Background: an optimization exercise with open tools, aiming at small area, a short achievable clock period and few clock cycles per item. Do not read the settings as production practice. Only simulation tests tie the RTL to the original design; equivalence was not proved.

==> flow/design.v (outline; a module is shown in full before it is edited, if it fits) <==
// module cordic_iter: 1126 lines
module cordic_iter (
  input  logic        i_clk,
  input  logic        i_rst,
  input  logic        i_valid,
  output logic        o_ready,
  input  logic        i_mode,
  input  logic [23:0] i_x,
  input  logic [23:0] i_y,
  input  logic [23:0] i_theta,
  output logic        o_valid,
  input  logic        i_ready,
  output logic [23:0] o_a,
  output logic [23:0] o_b,
  output logic [23:0] o_z
);
  // ...
==> flow/flow/run.sh <==
#!/bin/bash
# Standard layout, with repair_timing asked to leave more setup slack than the
# 10 ns clock needs, so the achieved period comes out shorter.
set -euo pipefail
export SETUP_SLACK_MARGIN=${MARGIN:-6.4}
bash standard.sh > standard_flow.log 2>&1
==> flow/standard.sh <==
#!/bin/bash
# synth_recipe.tcl (not shown) runs the flow's synth.tcl, then flattens the netlist and writes it again
# the make line also repeats each setting of config.mk as NAME=value (left out here)
make -C /OpenROAD-flow-scripts/flow DESIGN_CONFIG=/design/flow/config.mk WORK_HOME=/design/flow/orfs CLKGATE_MAP_FILE= SYNTH_SCRIPT=/design/flow/synth_recipe.tcl "${@:-finish}"
==> flow/config.mk <==
export PLATFORM = sky130hd
export DESIGN_NAME = cordic_iter
export DESIGN_NICKNAME = cordic_iter
export VERILOG_FILES = /design/flow/design.v
export SDC_FILE = /design/flow/constraint.sdc
export NUM_CORES = 4
export LEC_CHECK = 0
export CAP_MARGIN = 20
export CORE_MARGIN = 2
export CORE_UTILIZATION = 60
export CTS_BUF_LIST = sky130_fd_sc_hd__clkbuf_4 sky130_fd_sc_hd__clkbuf_8
export PLACE_DENSITY = 0.72
export SLEW_MARGIN = 20
==> flow/constraint.sdc <==
create_clock -name core_clock -period 10.0 [get_ports {i_clk}]
set_input_delay 2.0000 -clock core_clock [delete_from_list [all_inputs] [get_ports {i_clk}]]
set_output_delay 2.0000 -clock core_clock [all_outputs]
set_load 0.01 [all_outputs]
==> results.sh, run 1 <==
export IMPL_status="complete, no violations"
export IMPL_r2r_cells=17
export IMPL_nNonClkInverters=679
export IMPL_dominant_cells="multi-input combinational cells"
export IMPL_synth_most_common_cell="edfxtp_1"
export IMPL_drc=0
export IMPL_vias=65080
export IMPL_seq_area_frac_synth_pct=40.43
export IMPL_fmax_ghz=0.2561
export IMPL_final_core_util_pct=69.28
export IMPL_grt_overflow=0
export IMPL_synthTopCellsByCount="1123 x edfxtp_1, 877 x ha_1, 779 x xnor2_1"
export IMPL_synth_top_family_by_area="adder cells"
export IMPL_drt_first_pass_iters=8
export IMPL_cts_path_max_buffers=3
export IMPL_synth_async_reset_ratio_pct=0
export IMPL_use_met2_pct=44.58
export IMPL_n_tap_cell=1930
export IMPL_sh_seq_area_pct=35.37
export IMPL_startpoint="dr_14$_DFFE_PN_"
export IMPL_reg_top3="out_q: 61 flops, skid_q: 61 flops"
export IMPL_synth_area_sq_um=89800
export IMPL_synth_xor_area_share_pct=11.92
export IMPL_worst_r2r_startpoint="dr_14$_DFFE_PN_"
export IMPL_synth_area_leaders="edfxtp_1 38%, ha_1 12%, xnor2_1 7.6%, fa_1 6.0%, xor2_1 4.3%"
export IMPL_cts_resized=595
export IMPL_grt_busiest_layer="met2"
export IMPL_cts_hold_buf=0
export IMPL_antenna_cells=4
export IMPL_whs_endpoint="z_12[3]$_DFFE_PN_"
export IMPL_nonClkBufAreaFrac_pct=4.081
export IMPL_synth_top_flop_cell="edfxtp_1"
export IMPL_synth_compound_area_share_pct=14.85
export IMPL_final_common_cell="edfxtp_1"
export IMPL_dr_wl_met2_mm=101.7
export IMPL_gp_congestion=0.9339
export IMPL_grt_pass1_wl_mm=335.9
export IMPL_htree_levels=4
export IMPL_cts_root_buf="clkbuf_8"
export IMPL_clk_pin_slew_ps=70
export IMPL_portBuffers=150
export IMPL_crit_path_max_fanout=7
Testbench counts, summed over its fixed seeds: cycles 1,424, items 1,280.
==> run 2: changes to the inputs <==
--- a/flow/design.v
+++ b/flow/design.v
@@ -713,54 +713,50 @@
   logic signed [2:0] t_x, t_y;    
   assign t_x = y_15[17:15];
   assign t_y = x_15[17:15];
   logic [3:0] k_xi, k_yi;
   assign k_xi = {dr_15, t_x};
   assign k_yi = {dr_15, t_y};
   logic [41:0] k_x;
   logic [33:0] k_y;
-  always_comb begin
-    case (k_xi)
-      4'd0: k_x = 42'h490;
-      4'd1: k_x = 42'h3ffffff691b;
-      4'd2: k_x = 42'h3fffffecda6;
-      4'd3: k_x = 42'h3fffffe3231;
-      4'd4: k_x = 42'h27264;
-      4'd5: k_x = 42'h1d6ef;
-      4'd6: k_x = 42'h13b7a;
-      4'd7: k_x = 42'ha005;
-      4'd8: k_x = 42'h490;
-      4'd9: k_x = 42'ha005;
-      4'd10: k_x = 42'h13b7a;
-      4'd11: k_x = 42'h1d6ef;
-      4'd12: k_x = 42'h3fffffd96bc;
-      4'd13: k_x = 42'h3fffffe3231;
-      4'd14: k_x = 42'h3fffffecda6;
-      4'd15: k_x = 42'h3ffffff691b;
-    endcase
-    case (k_yi)
-      4'd0: k_y = 34'h490;
-      4'd1: k_y = 34'ha005;
-      4'd2: k_y = 34'h13b7a;
-      4'd3: k_y = 34'h1d6ef;
-      4'd4: k_y = 34'h3fffd96bc;
-      4'd5: k_y = 34'h3fffe3231;
-      4'd6: k_y = 34'h3fffecda6;
-      4'd7: k_y = 34'h3ffff691b;
-      4'd8: k_y = 34'h490;
-      4'd9: k_y = 34'h3ffff691b;
-      4'd10: k_y = 34'h3fffecda6;
-      4'd11: k_y = 34'h3fffe3231;
-      4'd12: k_y = 34'h27264;
-      4'd13: k_y = 34'h1d6ef;
-      4'd14: k_y = 34'h13b7a;
-      4'd15: k_y = 34'ha005;
-    endcase
-  end
+  assign k_x =
+    (k_xi == 4'd0) ? 42'h490 :
+    (k_xi == 4'd1) ? 42'h3ffffff691b :
+    (k_xi == 4'd2) ? 42'h3fffffecda6 :
+    (k_xi == 4'd3) ? 42'h3fffffe3231 :
+    (k_xi == 4'd4) ? 42'h27264 :
+    (k_xi == 4'd5) ? 42'h1d6ef :
+    (k_xi == 4'd6) ? 42'h13b7a :
+    (k_xi == 4'd7) ? 42'ha005 :
+    (k_xi == 4'd8) ? 42'h490 :
+    (k_xi == 4'd9) ? 42'ha005 :
+    (k_xi == 4'd10) ? 42'h13b7a :
+    (k_xi == 4'd11) ? 42'h1d6ef :
+    (k_xi == 4'd12) ? 42'h3fffffd96bc :
+    (k_xi == 4'd13) ? 42'h3fffffe3231 :
+    (k_xi == 4'd14) ? 42'h3fffffecda6 :
+    42'h3ffffff691b;
+  assign k_y =
+    (k_yi == 4'd0) ? 34'h490 :
+    (k_yi == 4'd1) ? 34'ha005 :
+    (k_yi == 4'd2) ? 34'h13b7a :
+    (k_yi == 4'd3) ? 34'h1d6ef :
+    (k_yi == 4'd4) ? 34'h3fffd96bc :
+    (k_yi == 4'd5) ? 34'h3fffe3231 :
+    (k_yi == 4'd6) ? 34'h3fffecda6 :
+    (k_yi == 4'd7) ? 34'h3ffff691b :
+    (k_yi == 4'd8) ? 34'h490 :
+    (k_yi == 4'd9) ? 34'h3ffff691b :
+    (k_yi == 4'd10) ? 34'h3fffecda6 :
+    (k_yi == 4'd11) ? 34'h3fffe3231 :
+    (k_yi == 4'd12) ? 34'h27264 :
+    (k_yi == 4'd13) ? 34'h1d6ef :
+    (k_yi == 4'd14) ? 34'h13b7a :
+    34'ha005;
   logic signed [25:0] xe_15;
   assign xe_15 = {m_15 ? 1'b0 : x_15[24], x_15};
   logic [41:0] ma_t0;
   assign ma_t0 = (42'(xe_15) <<< 0);
   logic [41:0] ma_t1;
   assign ma_t1 = (42'(xe_15) <<< 2);
   logic [41:0] ma_t2;
   assign ma_t2 = ((~(42'(xe_15))) <<< 4);
@@ -916,148 +912,145 @@
   assign mb_cg2_2 = mb_cg1_6 | (mb_cp1_6 & mb_cg1_4);
   assign mb_cp2_2 = mb_cp1_6 & mb_cp1_4;
   logic mb_cg3_0, mb_cp3_0;
   assign mb_cg3_0 = mb_cg2_2 | (mb_cp2_2 & mb_cg2_0);
   assign mb_cp3_0 = mb_cp2_2 & mb_cp2_0;
   logic [6:0] zk;
   assign zk = z_15[6:0];    
   logic [18:0] zt, zv;
-  always_comb begin
-    case (zk)
-      7'd0: zt = 19'h7d3d9;
-      7'd1: zt = 19'h641b9;
-      7'd2: zt = 19'h165f9;
-      7'd3: zt = 19'h4af99;
-      7'd4: zt = 19'hc13d;
-      7'd5: zt = 19'h72f1d;
-      7'd6: zt = 19'h2535d;
-      7'd7: zt = 19'h59cfd;
-      7'd8: zt = 19'h5147;
-      7'd9: zt = 19'h6bf27;
-      7'd10: zt = 19'h1e367;
-      7'd11: zt = 19'h52d07;
-      7'd12: zt = 19'h13eab;
-      7'd13: zt = 19'h7ac8b;
-      7'd14: zt = 19'h2d0cb;
-      7'd15: zt = 19'h61a6b;
-      7'd16: zt = 19'h1385;
-      7'd17: zt = 19'h68165;
-      7'd18: zt = 19'h1a5a5;
-      7'd19: zt = 19'h4ef45;
-      7'd20: zt = 19'h100e9;
-      7'd21: zt = 19'h76ec9;
-      7'd22: zt = 19'h29309;
-      7'd23: zt = 19'h5dca9;
-      7'd24: zt = 19'h90f3;
-      7'd25: zt = 19'h6fed3;
-      7'd26: zt = 19'h22313;
-      7'd27: zt = 19'h56cb3;
-      7'd28: zt = 19'h17e57;
-      7'd29: zt = 19'h7ec37;
-      7'd30: zt = 19'h31077;
-      7'd31: zt = 19'h65a17;
-      7'd32: zt = 19'h7f3cf;
-      7'd33: zt = 19'h661af;
-      7'd34: zt = 19'h185ef;
-      7'd35: zt = 19'h4cf8f;
-      7'd36: zt = 19'he133;
-      7'd37: zt = 19'h74f13;
-      7'd38: zt = 19'h27353;
-      7'd39: zt = 19'h5bcf3;
-      7'd40: zt = 19'h713d;
-      7'd41: zt = 19'h6df1d;
-      7'd42: zt = 19'h2035d;
-      7'd43: zt = 19'h54cfd;
-      7'd44: zt = 19'h15ea1;
-      7'd45: zt = 19'h7cc81;
-      7'd46: zt = 19'h2f0c1;
-      7'd47: zt = 19'h63a61;
-      7'd48: zt = 19'h337b;
-      7'd49: zt = 19'h6a15b;
-      7'd50: zt = 19'h1c59b;
-      7'd51: zt = 19'h50f3b;
-      7'd52: zt = 19'h120df;
-      7'd53: zt = 19'h78ebf;
-      7'd54: zt = 19'h2b2ff;
-      7'd55: zt = 19'h5fc9f;
-      7'd56: zt = 19'hb0e9;
-      7'd57: zt = 19'h71ec9;
-      7'd58: zt = 19'h24309;
-      7'd59: zt = 19'h58ca9;
-      7'd60: zt = 19'h19e4d;
-      7'd61: zt = 19'hc2d;
-      7'd62: zt = 19'h3306d;
-      7'd63: zt = 19'h67a0d;
-      7'd64: zt = 19'h7e3d7;
-      7'd65: zt = 19'h651b7;
-      7'd66: zt = 19'h175f7;
-      7'd67: zt = 19'h4bf97;
-      7'd68: zt = 19'hd13b;
-      7'd69: zt = 19'h73f1b;
-      7'd70: zt = 19'h2635b;
-      7'd71: zt = 19'h5acfb;
-      7'd72: zt = 19'h6145;
-      7'd73: zt = 19'h6cf25;
-      7'd74: zt = 19'h1f365;
-      7'd75: zt = 19'h53d05;
-      7'd76: zt = 19'h14ea9;
-      7'd77: zt = 19'h7bc89;
-      7'd78: zt = 19'h2e0c9;
-      7'd79: zt = 19'h62a69;
-      7'd80: zt = 19'h2383;
-      7'd81: zt = 19'h69163;
-      7'd82: zt = 19'h1b5a3;
-      7'd83: zt = 19'h4ff43;
-      7'd84: zt = 19'h110e7;
-      7'd85: zt = 19'h77ec7;
-      7'd86: zt = 19'h2a307;
-      7'd87: zt = 19'h5eca7;
-      7'd88: zt = 19'ha0f1;
-      7'd89: zt = 19'h70ed1;
-      7'd90: zt = 19'h23311;
-      7'd91: zt = 19'h57cb1;
-      7'd92: zt = 19'h18e55;
-      7'd93: zt = 19'h7fc35;
-      7'd94: zt = 19'h32075;
-      7'd95: zt = 19'h66a15;
-      7'd96: zt = 19'h3cd;
-      7'd97: zt = 19'h671ad;
-      7'd98: zt = 19'h195ed;
-      7'd99: zt = 19'h4df8d;
-      7'd100: zt = 19'hf131;
-      7'd101: zt = 19'h75f11;
-      7'd102: zt = 19'h28351;
-      7'd103: zt = 19'h5ccf1;
-      7'd104: zt = 19'h813b;
-      7'd105: zt = 19'h6ef1b;
-      7'd106: zt = 19'h2135b;
-      7'd107: zt = 19'h55cfb;
-      7'd108: zt = 19'h16e9f;
-      7'd109: zt = 19'h7dc7f;
-      7'd110: zt = 19'h300bf;
-      7'd111: zt = 19'h64a5f;
-      7'd112: zt = 19'h4379;
-      7'd113: zt = 19'h6b159;
-      7'd114: zt = 19'h1d599;
-      7'd115: zt = 19'h51f39;
-      7'd116: zt = 19'h130dd;
-      7'd117: zt = 19'h79ebd;
-      7'd118: zt = 19'h2c2fd;
-      7'd119: zt = 19'h60c9d;
-      7'd120: zt = 19'hc0e7;
-      7'd121: zt = 19'h72ec7;
-      7'd122: zt = 19'h25307;
-      7'd123: zt = 19'h59ca7;
-      7'd124: zt = 19'h1ae4b;
-      7'd125: zt = 19'h1c2b;
-      7'd126: zt = 19'h3406b;
-      7'd127: zt = 19'h68a0b;
-    endcase
-  end
+  assign zt =
+    (zk == 7'd0) ? 19'h7d3d9 :
+    (zk == 7'd1) ? 19'h641b9 :
+    (zk == 7'd2) ? 19'h165f9 :
+    (zk == 7'd3) ? 19'h4af99 :
+    (zk == 7'd4) ? 19'hc13d :
+    (zk == 7'd5) ? 19'h72f1d :
+    (zk == 7'd6) ? 19'h2535d :
+    (zk == 7'd7) ? 19'h59cfd :
+    (zk == 7'd8) ? 19'h5147 :
+    (zk == 7'd9) ? 19'h6bf27 :
+    (zk == 7'd10) ? 19'h1e367 :
+    (zk == 7'd11) ? 19'h52d07 :
+    (zk == 7'd12) ? 19'h13eab :
+    (zk == 7'd13) ? 19'h7ac8b :
+    (zk == 7'd14) ? 19'h2d0cb :
+    (zk == 7'd15) ? 19'h61a6b :
+    (zk == 7'd16) ? 19'h1385 :
+    (zk == 7'd17) ? 19'h68165 :
+    (zk == 7'd18) ? 19'h1a5a5 :
+    (zk == 7'd19) ? 19'h4ef45 :
+    (zk == 7'd20) ? 19'h100e9 :
+    (zk == 7'd21) ? 19'h76ec9 :
+    (zk == 7'd22) ? 19'h29309 :
+    (zk == 7'd23) ? 19'h5dca9 :
+    (zk == 7'd24) ? 19'h90f3 :
+    (zk == 7'd25) ? 19'h6fed3 :
+    (zk == 7'd26) ? 19'h22313 :
+    (zk == 7'd27) ? 19'h56cb3 :
+    (zk == 7'd28) ? 19'h17e57 :
+    (zk == 7'd29) ? 19'h7ec37 :
+    (zk == 7'd30) ? 19'h31077 :
+    (zk == 7'd31) ? 19'h65a17 :
+    (zk == 7'd32) ? 19'h7f3cf :
+    (zk == 7'd33) ? 19'h661af :
+    (zk == 7'd34) ? 19'h185ef :
+    (zk == 7'd35) ? 19'h4cf8f :
+    (zk == 7'd36) ? 19'he133 :
+    (zk == 7'd37) ? 19'h74f13 :
+    (zk == 7'd38) ? 19'h27353 :
+    (zk == 7'd39) ? 19'h5bcf3 :
+    (zk == 7'd40) ? 19'h713d :
+    (zk == 7'd41) ? 19'h6df1d :
+    (zk == 7'd42) ? 19'h2035d :
+    (zk == 7'd43) ? 19'h54cfd :
+    (zk == 7'd44) ? 19'h15ea1 :
+    (zk == 7'd45) ? 19'h7cc81 :
+    (zk == 7'd46) ? 19'h2f0c1 :
+    (zk == 7'd47) ? 19'h63a61 :
+    (zk == 7'd48) ? 19'h337b :
+    (zk == 7'd49) ? 19'h6a15b :
+    (zk == 7'd50) ? 19'h1c59b :
+    (zk == 7'd51) ? 19'h50f3b :
+    (zk == 7'd52) ? 19'h120df :
+    (zk == 7'd53) ? 19'h78ebf :
+    (zk == 7'd54) ? 19'h2b2ff :
+    (zk == 7'd55) ? 19'h5fc9f :
+    (zk == 7'd56) ? 19'hb0e9 :
+    (zk == 7'd57) ? 19'h71ec9 :
+    (zk == 7'd58) ? 19'h24309 :
+    (zk == 7'd59) ? 19'h58ca9 :
+    (zk == 7'd60) ? 19'h19e4d :
+    (zk == 7'd61) ? 19'hc2d :
+    (zk == 7'd62) ? 19'h3306d :
+    (zk == 7'd63) ? 19'h67a0d :
+    (zk == 7'd64) ? 19'h7e3d7 :
+    (zk == 7'd65) ? 19'h651b7 :
+    (zk == 7'd66) ? 19'h175f7 :
+    (zk == 7'd67) ? 19'h4bf97 :
+    (zk == 7'd68) ? 19'hd13b :
+    (zk == 7'd69) ? 19'h73f1b :
+    (zk == 7'd70) ? 19'h2635b :
+    (zk == 7'd71) ? 19'h5acfb :
+    (zk == 7'd72) ? 19'h6145 :
+    (zk == 7'd73) ? 19'h6cf25 :
+    (zk == 7'd74) ? 19'h1f365 :
+    (zk == 7'd75) ? 19'h53d05 :
+    (zk == 7'd76) ? 19'h14ea9 :
+    (zk == 7'd77) ? 19'h7bc89 :
+    (zk == 7'd78) ? 19'h2e0c9 :
+    (zk == 7'd79) ? 19'h62a69 :
+    (zk == 7'd80) ? 19'h2383 :
+    (zk == 7'd81) ? 19'h69163 :
+    (zk == 7'd82) ? 19'h1b5a3 :
+    (zk == 7'd83) ? 19'h4ff43 :
+    (zk == 7'd84) ? 19'h110e7 :
+    (zk == 7'd85) ? 19'h77ec7 :
+    (zk == 7'd86) ? 19'h2a307 :
+    (zk == 7'd87) ? 19'h5eca7 :
+    (zk == 7'd88) ? 19'ha0f1 :
+    (zk == 7'd89) ? 19'h70ed1 :
+    (zk == 7'd90) ? 19'h23311 :
+    (zk == 7'd91) ? 19'h57cb1 :
+    (zk == 7'd92) ? 19'h18e55 :
+    (zk == 7'd93) ? 19'h7fc35 :
+    (zk == 7'd94) ? 19'h32075 :
+    (zk == 7'd95) ? 19'h66a15 :
+    (zk == 7'd96) ? 19'h3cd :
+    (zk == 7'd97) ? 19'h671ad :
+    (zk == 7'd98) ? 19'h195ed :
+    (zk == 7'd99) ? 19'h4df8d :
+    (zk == 7'd100) ? 19'hf131 :
+    (zk == 7'd101) ? 19'h75f11 :
+    (zk == 7'd102) ? 19'h28351 :
+    (zk == 7'd103) ? 19'h5ccf1 :
+    (zk == 7'd104) ? 19'h813b :
+    (zk == 7'd105) ? 19'h6ef1b :
+    (zk == 7'd106) ? 19'h2135b :
+    (zk == 7'd107) ? 19'h55cfb :
+    (zk == 7'd108) ? 19'h16e9f :
+    (zk == 7'd109) ? 19'h7dc7f :
+    (zk == 7'd110) ? 19'h300bf :
+    (zk == 7'd111) ? 19'h64a5f :
+    (zk == 7'd112) ? 19'h4379 :
+    (zk == 7'd113) ? 19'h6b159 :
+    (zk == 7'd114) ? 19'h1d599 :
+    (zk == 7'd115) ? 19'h51f39 :
+    (zk == 7'd116) ? 19'h130dd :
+    (zk == 7'd117) ? 19'h79ebd :
+    (zk == 7'd118) ? 19'h2c2fd :
+    (zk == 7'd119) ? 19'h60c9d :
+    (zk == 7'd120) ? 19'hc0e7 :
+    (zk == 7'd121) ? 19'h72ec7 :
+    (zk == 7'd122) ? 19'h25307 :
+    (zk == 7'd123) ? 19'h59ca7 :
+    (zk == 7'd124) ? 19'h1ae4b :
+    (zk == 7'd125) ? 19'h1c2b :
+    (zk == 7'd126) ? 19'h3406b :
+    19'h68a0b;
   assign zv = zt + {7'd0, z_15[7], z_15[8], z_15[9], z_15[10], z_15[11], z_15[12], z_15[13], z_15[14], z_15[15], dr_15, 2'b00};
   logic [1:0] zr16;
   assign zr16 = z_15[1:0] + (dr_15 ? 2'd2 : 2'd2);
   logic        v_m, m_m, zf_m, ca_m, cb_m;
   logic [25:0] sa_m, ka_m;
   logic [17:0] sb_m, kb_m;
   logic signed [18:0] z_m;
   always_ff @(posedge i_clk) begin
==> results.sh, run 2 <==
export IMPL_status="complete, no violations"
export IMPL_clk_pin_slew_ps=70
export IMPL_track_usage_pct=30.26
export IMPL_synth_compound_area_share_pct=15.01
export IMPL_synth_cells=8372
export IMPL_crit_path_max_fanout=7
export IMPL_seq_area_frac_synth_pct=39.87
export IMPL_rows=141
export IMPL_synth_area_sq_um=88650
export IMPL_reg_top3="out_q: 61 flops, skid_q: 61 flops"
export IMPL_first_global_vias=64820
export IMPL_synth_largest_area_cell="edfxtp_1"
export IMPL_drive_above_1_share_pct=16.96
export IMPL_synthTopCellsByCount="1123 x edfxtp_1, 850 x ha_1, 759 x xnor2_1"
export IMPL_synth_most_common_cell="edfxtp_1"
export IMPL_synthAdderAreaFrac_pct=18.06
export IMPL_hp_start="z_10[1]$_DFFE_PN_"
export IMPL_design_die_area_sq_um=150800
export IMPL_synth_edf_count=1123
export IMPL_multiInputGateArea_sq_um=53290
export IMPL_final_setup_tns_ps=0
export IMPL_synth_seq_cells=1204
export IMPL_path_class="reg -> reg"
export IMPL_synth_nets=9567
export IMPL_cts_root_buf="clkbuf_8"
export IMPL_die_w_um=388.4
export IMPL_fp_dieH_um=388.4
export IMPL_dpl_instance_area_sq_um=92190
export IMPL_vias=67270
export IMPL_coreArea_sq_um=147100
export IMPL_portBuffers=150
export IMPL_rsz0062_at_grt="yes"
export IMPL_cts_num_sinks=1204
export IMPL_ios=151
export IMPL_regToRegEndpoint="z_m[16]$_DFFE_PN_"
export IMPL_clock_latency_ps=980
export IMPL_drv_slew=0
export IMPL_maxCapViolations=0
export IMPL_worst_slew_pin_slew_ps=1049
export IMPL_hold_path_class="reg -> reg"
export IMPL_area_growth_pct=18.39
export IMPL_grt_pass1_wl_mm=359.8
export IMPL_whs_endpoint="z_11[1]$_DFFE_PN_"
export IMPL_fmax_ghz=0.2223
export IMPL_clock_skew_ps=65.58
export IMPL_htree_levels=4
export IMPL_final_nets=10290
export IMPL_antenna_found_initial=3
export IMPL_yosysTopAreaCellShare_pct=38.04
export IMPL_layout_common_cells="1123 x edfxtp_1, 827 x ha_1, 727 x xnor2_1"
export IMPL_drt_first_pass_iters=6
export IMPL_synth_xor_area_share_pct=12.31
export IMPL_worst_r2r_startpoint="z_15[5]$_DFFE_PN_"
export IMPL_start_util_pct=60.25
export IMPL_required_ps=10710
export IMPL_regArea_sq_um=35350
export IMPL_fin_area_sq_um=105000
export IMPL_critPathArrivalTime_ps=5210
export IMPL_wire_per_inst_um=21.48
export IMPL_cp_start_kind="flip-flop"
export IMPL_synth_async_reset_ratio_pct=0
export IMPL_synth_top_family_by_area="adder cells"
export IMPL_synth_area_leaders="edfxtp_1 38%, ha_1 12%, xnor2_1 7.5%, fa_1 6.1%, xor2_1 4.8%"
export IMPL_grt_max_degree=166
export IMPL_viasPerCell=6.005
export IMPL_wl_mm=240.6
export IMPL_cts_path_max_buffers=3
export IMPL_hold_depth=0
export IMPL_grt_overflow=0
export IMPL_cts_buffers=204
export IMPL_drc=0
export IMPL_synth_cell_types=98
export IMPL_dp_hpwl_mm=166.6
export IMPL_cts_tree="done"
export IMPL_endpoint_kind="flip-flop"
export IMPL_yosysWarnings=1
export IMPL_drt_initial_drc_count=5756
export IMPL_muxShareOfSynthArea_pct=0.6295
export IMPL_r2r_cells=20
export IMPL_antenna_left=0
export IMPL_period_minus_slack_ps=4498
export IMPL_synthSimpleGateAreaFrac_pct=10.61
export IMPL_rrSetupSlack_ps=5500
export IMPL_setup_violations=0
export IMPL_final_common_cell="edfxtp_1"
export IMPL_synth_top_flop_cell="edfxtp_1"
export IMPL_fill_cells=10630
export IMPL_avgSynthCellArea_sq_um=10.59
export IMPL_gp_congestion=0.9863
export IMPL_finalCritPeriodShare_pct=44.98
export IMPL_maxSlewHeadroom_pct=29.87
export IMPL_hold_viol_final=0
## run 2: cell type report
class	instances	share of cell area, %
Timing Repair inverter	3	0.01907
Antenna cell	3	0.007153
Inverter	586	2.209
Clock buffer	268	3.222
Sequential cell	1204	33.68
Timing Repair Buffer	730	6.842
Multi-Input combinational cell	6366	50.78
Tap cell	1930	2.301
Clock inverter	111	0.9382
## run 2: logic make-up after synthesis
logic type                 after synthesis
DFF                                   1204
and+or+nand+nor                       1935
xor gates and xnor gates              1246
adders and majority gates             1119
buffers and inverters                  803
AOI/OAI and AO/OA                     2010
muxes                                   55
## run 2: timing repair
action / in CTS / in global routing
gates cloned: 26 / 19
buffers inserted: 261 / 216
pin swaps: 152 / 264
setup endpoints to repair: 465 / 243
resized for setup: 779 / 417
hold buffers: 0 / 0
## run 2: layer usage
metal / GRT usage [%] / part of all wire (%) / routed length, um / vias to the layer above
met3: 5.462 / 7.2 / 17240 / 541
met4: 10.74 / 3.6 / 8584 / 0
li1: - / - / - / 31740
met1: 40.74 / 42 / 101600 / 32620
met2: 49.21 / 47 / 113100 / 2359
met5: 0 / 0 / 0 / -
## run 2: how the worst max path moves through the flow
| stage | startpoint | to | slack, ps |
|---|---|---|---|
| 6_report | z_15[5]$_DFFE_PN_ | z_m[16]$_DFFE_PN_ | 5500 |
| 5_1_grt | z_15[5]$_DFFE_PN_ | z_m[16]$_DFFE_PN_ | 5420 |
| 4_1_cts | z_15[5]$_DFFE_PN_ | z_m[16]$_DFFE_PN_ | 5730 |
| 3_5_place_dp | z_15[2]$_DFFE_PN_ | z_m[16]$_DFFE_PN_ | 4430 |
| 3_3_place_gp | z_15[2]$_DFFE_PN_ | z_m[16]$_DFFE_PN_ | 4380 |
| 2_1_floorplan | x_15[17]$_DFFE_PN_ | sb_m[10]$_DFFE_PN_ | 5570 |
## run 2: worst max-delay path: stages (launching register included)
cell and delay [ps]:
edfxtp_1 510, buf_12 210, or2_4 290, o32a_1 380
o22ai_4 200, nor4_4 80, nand3_2 130, ha_4 150
inv_2 40, fa_2 390, nor2b_4 130, o21ai_2 80
a21boi_2 180, o21ai_2 100, a21boi_2 190, o21ai_1 120
nand2b_1 150, and3_4 220, o211ai_1 130, or3_1 340
a31o_2 240
## run 2: stage by stage
| stage | worst slack, ps | instances | hold slack (ps) | util, % |
|---|---|---|---|---|
| finish | 5502 | 11200 | 408.2 | 71.33 |
| floorplan | 5566 | 8372 | 400.3 | - |
| detailed placement | 4434 | 10300 | 404.5 | 62.66 |
| CTS | 5727 | 10960 | 411.1 | 68.67 |
| global route | 5417 | 11200 | 410.6 | 71.33 |
| global placement | 4384 | 10300 | 400.3 | 62.65 |
Testbench counts of run 2, summed over its fixed seeds: cycles 1,424, items 1,280.

-- static timing again, ports no longer ideal --
The results above use ideal ports. As a check the final layouts listed here were re-extracted and re-timed, cells and wires unchanged.
Step 1: set_driving_cell puts a clkbuf_16 on i_clk and a buf_2 on each other input, an assumption about the parent block.
Step 2 moves the port delays by t, midway between the first and last clock arrival at a register: inputs arrive t later, outputs are due t later. That takes back most of the time a late clock gives input paths.
a / b / c = no drivers / after step 1 / after step 2; a / b = the first two.
run	t, ns	slack for setup (ns)	slew at the worst register clock pin (ns)	worst data-port slew with drivers (ns)
run 1	0.990	6.095 / 6.095 / 5.405	0.08 / 0.08	0.07
run 2	1.031	5.502 / 5.502 / 5.434	0.07 / 0.07	0.07
After both steps setup and hold are still met in every run listed. The setup slack of run 1, which loses most, moves by 0.000 ns with the drivers and by -0.690 ns with both steps.
